Source: an optimization exercise on an open RTL-to-GDS flow (aim: small area and a short achievable clock period). Production flows keep margins and buffers that such runs may drop. Where RTL was checked, it was by simulation tests only, not by an equivalence proof against the original. Power is estimated from default activity; no workload was simulated.

## dispatch_top
module dispatch_top #(
	parameter int ROB_ENTRIES = 8,
	parameter int RS_DEPTH = 4,
	localparam int IDX_BITS = $clog2(ROB_ENTRIES),
	localparam int NSLOT = dispatch_pkg::SLOT_COUNT,
	localparam int PW = dispatch_pkg::PREG_BITS,
	localparam int OPW = dispatch_pkg::OPERAND_BITS,
	localparam int OCW = isa_pkg::OPCODE_BITS
) (
	input  logic clk,
	input  logic rst_n,
	input  logic alloc_v,
	input  logic [31:0] alloc_instr,
	input  logic [PW-1:0] alloc_psrc1,
	input  logic [PW-1:0] alloc_psrc2,
	input  logic [PW-1:0] alloc_pdst,
	input  logic [1:0] alloc_src_ready,
	output logic alloc_ready,
	input  logic wakeup_v,
	input  logic [PW-1:0] wakeup_tag,
	input  logic [ROB_ENTRIES-1:0] stomp_mask,
	input  logic commit_v,
	input  logic [NSLOT-1:0] credit_return,
	input  logic cfg_we,
	input  logic [NSLOT-1:0] cfg_wdata,
	output logic [NSLOT-1:0] cfg_rdata,
	output logic [NSLOT-1:0] issue_v,
	output logic [NSLOT*IDX_BITS-1:0] issue_rob_idx,
	output logic [NSLOT*OCW-1:0] issue_opcode,
	output logic [NSLOT*PW-1:0] issue_pdst,
	output logic [NSLOT*PW-1:0] issue_psrc1,
	output logic [NSLOT*OPW-1:0] issue_operand2,
	output logic [NSLOT-1:0] issue_is_imm
);
	localparam int N = ROB_ENTRIES;
	localparam int IMMW = isa_pkg::IMM_BITS;
	logic [N-1:0] valid;
	logic [N-1:0] pnd;          
	logic [N-1:0] stomp;
	logic [N-1:0] rdy1;
	logic [N-1:0] rdy2;
	logic [N-1:0] m1;
	logic [N-1:0] m2;
	logic [N-1:0][OCW-1:0] op;
	logic [N-1:0][IMMW-1:0] fld;
	logic [N-1:0][PW-1:0] ps1;
	logic [N-1:0][PW-1:0] pd;
	logic [IDX_BITS-1:0] head;
	logic [IDX_BITS-1:0] tail;
	logic full;
	logic [NSLOT-1:0] iv;
	logic [NSLOT-1:0][N-1:0] pick;
	logic [NSLOT-1:0][N-1:0] pick_ns;   
	logic [NSLOT-1:0] pst;
  ...
Settings: LEC_CHECK=0, CAP_MARGIN=20, CORE_MARGIN=2, CORE_UTILIZATION=40, CTS_CLUSTER_DIAMETER=150, CTS_CLUSTER_SIZE=24, SETUP_SLACK_MARGIN=4.3, SLEW_MARGIN=20, TNS_END_PERCENT=20; clock period 7.5 ns.
standard.sh (not shown) runs the stock make flow with config.mk's settings and CLKGATE_MAP_FILE= SYNTH_SCRIPT=/design/flow/synth_recipe.tcl, a recipe that flattens the netlist after the stock synthesis.
==> flow/flow/run.sh <==
#!/bin/bash
# Standard ORFS layout, but the port buffers use the smallest plain buffer
# instead of the delay cell buffer_ports picks by default.
set -euo pipefail
export BUFFER_PORTS_ARGS="-buffer_cell sky130_fd_sc_hd__buf_1"
bash standard.sh > orfs_flow.log 2>&1
The starting point passed the timing, design-rule and antenna checks.
Change:
- SETUP_SLACK_MARGIN: 4.3 -> 4.2
- TNS_END_PERCENT: 20 -> default
Outcome: Wire length grows by 0.81%; total power grows by about 0.3%; clock-buffer cell count is unchanged; final area grows by about 1.5%; final cell count shrinks by about 0.4%.
No run of this note included a check of the RTL's function; only the layout flow was run.


== build 42 ==
Another version of the RTL of dispatch_top (not shown whole).
Size in the first run: about 2300 cells after synthesis, roughly 440 flip-flops, about 23000 um2 of cells after synthesis.
clock: 7.5 ns
lec_check: 0
cap_margin: 20
core_margin: 2
core_utilization: 40
cts_cluster_diameter: 200
cts_cluster_size: 30
setup_slack_margin: 4.0
slew_margin: 20
Scripts as last shown in full above: flow/flow/run.sh
Build 42 has completed all stages; timing, DRC and antenna checks passed.
Modified inputs, build 48 compared to build 42
- CORE_UTILIZATION changed from 40 to 55
- CTS_CLUSTER_SIZE changed from 30 to 24
- CTS_CLUSTER_DIAMETER changed from 200 to 150
Results
Summary of build 48 over build 42: worst-case clock skew saw an increase; combinational share of power saw a decrease.
From build 42 to build 48 the numbers moved as follows: initial detailed-routing violation count higher; signed area change from the synthesized netlist to the final layout down 1.2 points; met1 layer usage reported by global route went up by 14 points; total design power up about 2.8%; worst-case setup margin in the final layout climbed 0.032 ns.
Build 48 vs build 42, global-route wire length before repair went down by 4.8%.
What build 56 does differently from build 48 at the input level:
- CTS_CLUSTER_DIAMETER: 150 -> unset
- CORE_UTILIZATION: 55 -> 40
- CTS_CLUSTER_SIZE: 24 -> unset
- SETUP_SLACK_MARGIN: 4.0 -> 4.4
==> notes.md <==
Run comparison: build 56 cell group occupying the most layout area multi-input gates; build 48 cell group occupying the most layout area flip-flops and latches. Re clock buffer count in the final layout: build 48 was lower than build 56. What build 56 reported for chip height has to be multiplied by 0.855 to get the figure for build 48. Going from build 48 to build 56, global-route wire length before repair has increased, maximum frequency has decreased. Diff build 48 -> build 56 | clock power share | increase of 12 points.
Relative to build 56, the following input files were edited for build 85:
- SETUP_SLACK_MARGIN now 3.0, was 4.4
==> comparison <==
On arrival time of the worst setup path: between build 56 and build 85, it ends up lower for build 56. Synthesis-to-finish area growth, build 56 and build 85, higher one = build 56. Relative to build 56, post-placement cell area has gone down in build 85. In build 85 relative to build 56, number of global-route vias before repair had gone down by a little under 10%. Flop-to-flop setup slack delta (build 85 − build 56): unfavourable. Going from build 56 to build 85, the final setup slack of the worst path was found to have gone down by 0.47 ns. According to the power report, total power for build 85 is lower than for build 56. The higher worst voltage drop across the vdd grid came out of build 56. Compared with build 56, build 85 ends up with less cell area.
diff inputs: build 85 => build 58
- swapping 3.0 for 4.0 in SETUP_SLACK_MARGIN
--- outcome ---
- On instance count after placement with tap cells included, build 58 and build 85 are neck and neck.
- Comparing register-to-register slack for build 58 and build 85, the smaller number came from build 85.
- Build 58 reports a lower via count of the first global-routing pass than build 85 does.
- Cell area after layout sits higher in build 58 than in build 85.
- From build 58 to build 85, deepest clock path buffer count did not move at all.
- Core utilization (higher): build 58
- sky130_fd_sc_hd__dfxtp_2 as the standard cell with the maximum stage delay on the critical path was reported by build 85, and sky130_fd_sc_hd__buf_4 by build 58.
- In build 58, the aggregate global-route resource usage came out 0.86 points below the value in build 85.

afterwards: timing with drivers on the ports:
In the flow no input, the clock included, has a driving cell. The finished layouts below were timed again as built, in two steps. Step 1: set_driving_cell puts a clkbuf_16 on clk and a buf_2 on each other input, an assumption about the parent block. Step 2 moves the port delays by t, midway between the first and last clock arrival at a register: inputs arrive t later, outputs are due t later. That takes back most of the time a late clock gives input paths. a / b / c = ideal ports / drivers / drivers and shift; a / b = the first two.
| run | t, ns | slack for setup (ns) | cell pins on the clock port's net |
|---|---|---|---|
| the first run of note 1 | 0.649 | 4.003 / 3.943 / 3.895 | 1 |
| the second run of note 1 | 0.644 | 4.000 / 3.941 / 3.889 | 1 |
| build 42 | 0.617 | 3.955 / 3.896 / 3.445 | 1 |
| build 48 | 0.631 | 3.987 / 3.926 / 3.434 | 1 |
| build 56 | 0.666 | 3.920 / 3.862 / 3.747 | 1 |
| build 85 | 0.663 | 3.448 / 3.391 / 3.252 | 1 |
| build 58 | 0.681 | 3.980 / 3.917 / 3.411 | 1 |
After both steps every run listed still meets setup and hold. For build 58, which loses most, drivers alone change the setup slack by -0.063 ns; drivers and shift together by -0.569 ns.
